This design comes from an exercise in tuning for small area on the open sky130 flow, not from production work. In this exercise RTL edits were held to simulation tests only and were not proved equivalent to the original. Power figures rest on the tool's default switching activity, not on a simulated workload.

// aurora_lane
module aurora_lane
#(
    parameter int SH_CNT_MAX     = 64,
    parameter int SH_INVALID_MAX = 16
) (
    input  logic                 clk160,
    input  logic                 rst,
    input  logic [aurora_pkg::PAYLOAD_W-1:0] tx_data_i,
    input  aurora_pkg::sync_hdr_e            tx_sync_i,
    output logic                 tx_data_next_o,
    output logic [aurora_pkg::BYTE_W-1:0]    tx_byte_o,
    input  logic [aurora_pkg::BYTE_W-1:0]    rx_byte_i,
    output logic [aurora_pkg::PAYLOAD_W-1:0] rx_data_o,
    output aurora_pkg::sync_hdr_e            rx_sync_o,
    output logic                 rx_valid_o,
    output logic                 block_lock_o
);
    logic [BLOCK_W-1:0] rx_block;
    logic               rx_block_valid;
    logic               slip;
    logic [1:0]         beat;
    tx_lane u_tx_lane (
        .clk160      (clk160),
        .rst         (rst),
        .data_i      (tx_data_i),
        .sync_i      (tx_sync_i),
        .data_next_o (tx_data_next_o),
        .byte_o      (tx_byte_o),
        .beat_o      (beat)
    );
    rx_gearbox u_rx_gearbox (
        .clk160        (clk160),
        .rst           (rst),
        .beat_i        (beat),
        .byte_i        (rx_byte_i),
        .slip_i        (slip),
        .block_o       (rx_block),
        .block_valid_o (rx_block_valid)
    );
    assign rx_sync_o = aurora_pkg::sync_hdr_e'(rx_block[HDR_W-1:0]);
    assign rx_data_o = rx_block[BLOCK_W-1:HDR_W];
    block_sync #(
        .SH_CNT_MAX     (SH_CNT_MAX),
        .SH_INVALID_MAX (SH_INVALID_MAX)
    ) u_block_sync (
        .clk160      (clk160),
        .rst         (rst),
        .hdr_i       (rx_sync_o),
        .hdr_valid_i (rx_block_valid),
        .slip_o      (slip),
        .lock_o      (block_lock_o)
    );
    assign rx_valid_o = rx_block_valid && block_lock_o;
endmodule
For scale: about 820 cells after synthesis, about 9300 sq um of cells after synthesis.
==> flow/config.mk <==
export PLATFORM = sky130hd
export DESIGN_NAME = aurora_lane
export DESIGN_NICKNAME = aurora_lane
export VERILOG_FILES = /design/flow/design.v
export SDC_FILE = /design/flow/constraint.sdc
export NUM_CORES = 4
export LEC_CHECK = 0
export CAP_MARGIN = 20
export CELL_PAD_IN_SITES_DETAIL_PLACEMENT = 1
export CELL_PAD_IN_SITES_GLOBAL_PLACEMENT = 2
export CORE_MARGIN = 2
export CORE_UTILIZATION = 40
export SLEW_MARGIN = 20
==> flow/constraint.sdc <==
create_clock -name core_clock -period 6.25 [get_ports {clk160}]
set_input_delay 1.2500 -clock core_clock [delete_from_list [all_inputs] [get_ports {clk160}]]
set_output_delay 1.2500 -clock core_clock [all_outputs]
set_load 0.01 [all_outputs]
standard.sh (not shown) runs the stock make flow with config.mk's settings and CLKGATE_MAP_FILE= SYNTH_SCRIPT=/design/flow/synth_recipe.tcl, a recipe that flattens the netlist after the stock synthesis.
==> flow/flow/run.sh <==
#!/bin/bash
# Own layout flow: the standard flow, with three changes.
#  1. After the standard synthesis, the combinational cells are mapped again by
#     ABC for area with a few scripts, keeping the smallest result; flip-flops
#     are left exactly as the standard synthesis made them.
#  2. Port buffers are the smallest buffer cell.
#  3. CTS without dummy loads.
# Every tool writes its full output to a log of its own in this folder.
set -euo pipefail
W=$PWD
R=$W/orfs/results/$FLOW_PLATFORM/aurora_lane/base
LIB=$FLOW_HOME/platforms/$FLOW_PLATFORM/lib/sky130_fd_sc_hd__tt_025C_1v80.lib

export CTS_ARGS="-sink_clustering_enable -repair_clock_nets -dont_use_dummy_load -buf_list {sky130_fd_sc_hd__clkbuf_4 sky130_fd_sc_hd__clkbuf_8} -sink_clustering_buffer sky130_fd_sc_hd__clkbuf_8 -root_buf sky130_fd_sc_hd__clkbuf_4 -sink_clustering_size 17 -sink_clustering_max_diameter 75"
export BUFFER_PORTS_ARGS="-buffer_cell sky130_fd_sc_hd__buf_1"

bash standard.sh synth > $W/log_1_standard_synth.txt 2>&1
cp $R/1_2_yosys.v $W/std_1_2_yosys.v

DU=""
for c in $(cat $W/flow/dont_use.txt); do DU="$DU -dont_use $c"; done
FLOPS=$(grep -oE "sky130_fd_sc_hd__[a-z0-9_]+" $W/std_1_2_yosys.v | sort -u | grep -E "__(df|edf|sdf|dl)" | tr '\n' ' ')
best=""
best_area=""
for s in $W/flow/abc_*.abc; do
  n=$(basename $s .abc)
  cat > $W/remap_$n.ys <<EOF
read_liberty -ignore_miss_func $LIB
read_verilog $W/std_1_2_yosys.v
hierarchy -top $FLOW_TOP
setattr -mod -set keep_hierarchy 1 $FLOPS
flatten
opt_clean
abc -script $s -liberty $LIB $DU
opt_clean -purge
blackbox $FLOPS
hilomap -singleton -hicell sky130_fd_sc_hd__conb_1 HI -locell sky130_fd_sc_hd__conb_1 LO
insbuf -buf sky130_fd_sc_hd__buf_4 A X
splitnets
opt_clean -purge
tee -o $W/remap_$n.stat stat -liberty $LIB
write_verilog -noattr -nohex -nodec $W/remap_$n.v
EOF
  if yosys -s $W/remap_$n.ys > $W/log_2_remap_$n.txt 2>&1; then
    a=$(grep "Chip area for module" $W/remap_$n.stat | head -1 | awk '{print $NF}')
    echo "$n $a" >> $W/remap_areas.txt
    if [[ -z "$best_area" ]] || awk -v a="$a" -v b="$best_area" 'BEGIN{exit !(a<b)}'; then
      best=$n; best_area=$a
    fi
  fi
done
echo "best $best $best_area" >> $W/remap_areas.txt
cp $W/remap_$best.v $R/1_2_yosys.v
rm -f $R/1_synth.odb $R/1_synth.sdc
bash standard.sh > $W/log_3_standard_layout.txt 2>&1
Other scripts of this flow, unchanged in this note and not shown: flow/flow/abc_1.abc, flow/flow/abc_4.abc, flow/flow/abc_5.abc, flow/flow/abc_6.abc, flow/flow/abc_7.abc, flow/flow/abc_8.abc, flow/flow/abc_9.abc, flow/flow/dont_use.txt
Next try:
- CELL_PAD_IN_SITES_GLOBAL_PLACEMENT: 2 -> 1
The new run finished with timing, DRC and antenna clean.
Die area stays the same.
Utilization barely changes.
Final cell count is about the same.
Total power barely changes.
Next try:
--- a/flow/flow/run.sh
+++ b/flow/flow/run.sh
@@ -13,3 +13,3 @@
 
-export CTS_ARGS="-sink_clustering_enable -repair_clock_nets -dont_use_dummy_load -buf_list {sky130_fd_sc_hd__clkbuf_4 sky130_fd_sc_hd__clkbuf_8} -sink_clustering_buffer sky130_fd_sc_hd__clkbuf_8 -root_buf sky130_fd_sc_hd__clkbuf_4 -sink_clustering_size 17 -sink_clustering_max_diameter 75"
+export CTS_ARGS="-sink_clustering_enable -repair_clock_nets -dont_use_dummy_load -buf_list {sky130_fd_sc_hd__clkbuf_4 sky130_fd_sc_hd__clkbuf_8} -sink_clustering_buffer sky130_fd_sc_hd__clkbuf_8 -root_buf sky130_fd_sc_hd__clkbuf_4 -sink_clustering_size 14 -sink_clustering_max_diameter 70"
 export BUFFER_PORTS_ARGS="-buffer_cell sky130_fd_sc_hd__buf_1"
Synthesized cell count stays the same.
Clock-buffer cell count rises by 3.
Sequential power hardly moves.
Non-clock buffer count is unchanged.
Setup slack got worse by 54 ps.
Wire length shrinks by 0.65%.
Next try:
- CELL_PAD_IN_SITES_GLOBAL_PLACEMENT: 1 -> 2
- PLACE_DENSITY: not set -> 0.7
=> Design area stays flat. Count of clock-buffer cells in the layout is unchanged. Non-clock buffer count rises by 3. Die area stays the same. Synthesized area does not change. Sequential power went up by about 5%. Critical path depth is lower by 1. Worst setup slack gets worse by 170 ps. Power rises by 0.78%. Via count falls by 0.65%.

==> re-timing with driven ports <==
The flow's constraints put no driver on any port. The routed layouts listed below were extracted and timed again, unchanged, in two steps.
Step 1: set_driving_cell puts a clkbuf_16 on clk160 and a buf_2 on each other input, an assumption about the parent block.
Step 2 times the ports against the registers' clock, not the clock port: input delays grow and output delays shrink by t, the midpoint of the rising clock arrivals with the driver on.
Slacks: ideal ports / drivers / drivers and shift; pairs: ideal ports / drivers.
run | t, ns | setup WS [ns] | pins driven straight from the clock port
the first run | 0.668 | 1.380 / 1.337 / 2.005 | 1
the second run | 0.665 | 1.592 / 1.547 / 2.213 | 1
the third run | 0.688 | 1.538 / 1.493 / 2.181 | 1
the fourth run | 0.695 | 1.372 / 1.324 / 2.019 | 1
After both steps setup and hold are still met in every run listed.
